Context: an optimization exercise on an open-source flow, tuned for small area, a short achievable clock period and few clock cycles per item. The choices shown serve that exercise and are no tape-out recipe.
Only simulation tests tie the RTL to the original design; equivalence was not proved.

Setup of main:
// iso8601_utc_timestamp_parser_unit
module iso8601_utc_timestamp_parser_unit (
   input  wire logic        clock,
   input  wire logic        reset,
   input  wire logic        req_tvalid,
   output      logic        req_tready,
   input  wire logic [7:0]  req_tdata,    
   input  wire logic        req_tlast,    
   output      logic        rsp_tvalid,
   input  wire logic        rsp_tready,
   output      logic [39:0] rsp_tdata,    
   output      logic        rsp_tuser     
);
export LEC_CHECK = 0
export CAP_MARGIN = 20
export CORE_MARGIN = 2
export CORE_UTILIZATION = 30
export CTS_BUF_LIST = sky130_fd_sc_hd__clkbuf_8
export SETUP_SLACK_MARGIN = 3.5
export SLEW_MARGIN = 20
export TNS_END_PERCENT = 5
create_clock -name core_clock -period 7.0 [get_ports {clock}]
standard.sh (not shown) runs the stock make flow with config.mk's settings and CLKGATE_MAP_FILE= SYNTH_SCRIPT=/design/flow/synth_recipe.tcl, a recipe that flattens the netlist after the stock synthesis.
==> flow/flow/run.sh <==
#!/bin/bash
# The standard layout, with the port buffers made from the smallest buffer cell.
set -euo pipefail
export BUFFER_PORTS_ARGS="-buffer_cell sky130_fd_sc_hd__buf_1"
bash standard.sh > standard.log 2>&1
Testbench counts of main, summed over its fixed seeds: cycles 32,016, items 1,600.
Inputs modified between main and the feature branch:
--- a/flow/design.v
+++ b/flow/design.v
@@ -598,23 +598,21 @@
    output      logic        rsp_tvalid,
    input  wire logic        rsp_tready,
    output      logic [39:0] rsp_tdata,    
    output      logic        rsp_tuser     
 );
    localparam int unsigned W = 39;
    logic       in_v, in_last;
    logic       in_p0;            
    logic       in_zend;          
-   logic       in_lbad;          
    logic [3:0] in_lo;
    logic [1:0] in_hi;
    logic       st_ka, st_k, st_x24, st_x60;
-   logic       st_a;             
    logic [4:0] pos;              
    logic [2:0] prv;              
    logic [itsp_pkg::K_W-1:0] kreg;    
    logic       aodd;             
    logic [1:0] hm4;              
    logic       codd, cz;         
    logic       lp;               
    logic [1:0] mcls;             
    logic       err;              
@@ -626,39 +624,36 @@
    logic [3:0] dg;
    assign dg      = in_lo;
    assign isdig   = (in_hi == 2'd1) && (in_lo <= 4'd9);
    assign iscolon = (in_hi == 2'd1) && (in_lo == 4'hA);
    assign isdash  = (in_hi == 2'd2) && (in_lo == 4'hD);
    assign isT     = (in_hi == 2'd3) && (in_lo == 4'h4);
    assign isZ     = (in_hi == 2'd3) && (in_lo == 4'hA);
    assign consume    = in_v && (in_p0 || !rv);
    assign go         = in_v && !rv;    
-   assign is_final   = go && in_last;
+   assign is_final   = consume && in_last;
    assign req_tready = !in_v || in_p0 || !rv;
    assign take       = req_tvalid && req_tready;
    assign pos_nx     = !consume ? pos : (in_last ? 5'd0 : pos + 5'd1);
    always_ff @(posedge clock) begin
       if (reset)        in_v <= 1'b0;
       else if (take)    in_v <= 1'b1;
       else if (consume) in_v <= 1'b0;
       if (take) begin
          in_lo   <= req_tdata[3:0];
          in_last <= req_tlast;
          in_p0   <= (pos_nx == 5'd0) && !req_tlast;
          in_zend <= ((req_tdata & 8'hDF) == 8'h5A) && req_tlast && (pos_nx == 5'd19);
-         in_lbad <= req_tlast && !(((req_tdata & 8'hDF) == 8'h5A) && (pos_nx == 5'd19));
          if (req_tdata[7:4] == 4'h3)                             in_hi <= 2'd1;
          else if (req_tdata[7:4] == 4'h2)                        in_hi <= 2'd2;
          else if (!req_tdata[7] && req_tdata[6] && req_tdata[4]) in_hi <= 2'd3;
          else                                                    in_hi <= 2'd0;
          st_ka   <= !req_tlast && (pos_nx == 5'd1);
-         st_a    <= !req_tlast && ((pos_nx == 5'd1) || (pos_nx == 5'd11) || (pos_nx == 5'd14) ||
-                                   (pos_nx == 5'd17));
          st_k    <= !req_tlast && ((pos_nx == 5'd2) || (pos_nx == 5'd3) || (pos_nx == 5'd4) ||
                                    (pos_nx == 5'd7) || (pos_nx == 5'd9) || (pos_nx == 5'd10) ||
                                    (pos_nx == 5'd12) || (pos_nx == 5'd13) ||
                                    (pos_nx == 5'd15) || (pos_nx == 5'd16) || (pos_nx == 5'd18));
          st_x24  <= !req_tlast && (pos_nx == 5'd11);
          st_x60  <= !req_tlast && ((pos_nx == 5'd14) || (pos_nx == 5'd17));
       end
    end
    always_comb begin
@@ -691,20 +686,20 @@
    assign ok = !err && in_zend;
    logic [W-1:0] a_op, b_op, acc_nx;
    logic [itsp_pkg::K_W-1:0] kv;
    logic [6:0]   tens;
    logic         keep;
    assign tens = (dg[2:0] == 3'd0) ? 7'd0  : (dg[2:0] == 3'd1) ? 7'd10 :
                  (dg[2:0] == 3'd2) ? 7'd20 : (dg[2:0] == 3'd3) ? 7'd30 :
                  (dg[2:0] == 3'd4) ? 7'd40 : (dg[2:0] == 3'd5) ? 7'd50 :
                  (dg[2:0] == 3'd6) ? 7'd60 : 7'd70;
-   assign kv = {itsp_pkg::K_W{go && (st_ka || st_k || (in_zend && !err))}} & kreg;
-   assign keep = !(go && (st_a || in_lbad || (in_zend && err)));
+   assign kv = {itsp_pkg::K_W{(go && (st_ka || st_k)) || (is_final && ok)}} & kreg;
+   assign keep = !((go && (st_ka || st_x24 || st_x60)) || (is_final && !ok));
    assign a_op = ({W{keep}} & acc) |
                  ({W{go && st_x24}} & (acc << 4)) |
                  ({W{go && st_x60}} & {acc[W-7:0], 6'd1});
    assign b_op = {{(W - itsp_pkg::K_W){go && st_ka && kreg[itsp_pkg::K_W-1]}}, kv} |
                  ({W{go && st_x24}} & (acc << 3)) |
                  ({W{go && st_x60}} & ~(acc << 2));
    itsp_add u_add (
       .a (a_op),
       .b (b_op),
[summary]
- The feature branch ran to completion and came out clean on the timing, design-rule and antenna checks.
- Compared with main, the feature branch shows a wire length reported by the detailed router that is 2.8% higher.
- Per the comparison of the feature branch with main, buffer count excluding the clock tree in the final layout saw a decrease; post-route core utilization -0.19 points.
- Relative to main, the synthesis-to-finish area growth of the feature branch is lower by 1.6 points.
- Compared with main, the feature branch shows a clock-cell share of area that is 0.37 points lower.
- The feature branch: global-route wire length before repair is 2.1 mm higher than what main reported.
- The feature branch reports a higher met2 wire length than main does.
Testbench counts of the feature branch, summed over its fixed seeds: cycles 32,016, items 1,600.

-- afterwards: timing with drivers on the ports --
In the flow no input, the clock included, has a driving cell. The finished layouts below were timed again as built, in two steps.
Step 1 assumes that a clkbuf_16 drives the clock port and a buf_2 every other input.
Step 2 adds t to the input delays and takes it off the output delays; t is the mean of the earliest and latest rising clock arrival at the registers after step 1. Input paths then give back, and output paths get back, about the clock's delay inside the block.
Slacks: ideal ports / drivers / drivers and shift; pairs: ideal ports / drivers.
run	t, ns	slack for setup (ns)	clock arrival spread, ns	slew at the worst register clock pin (ns)
main	0.426	3.313 / 3.313 / 3.313	0.014 / 0.014	0.10 / 0.10
the feature branch	0.437	3.323 / 3.323 / 3.323	0.012 / 0.012	0.10 / 0.10
After both steps setup and hold are still met in every run listed.
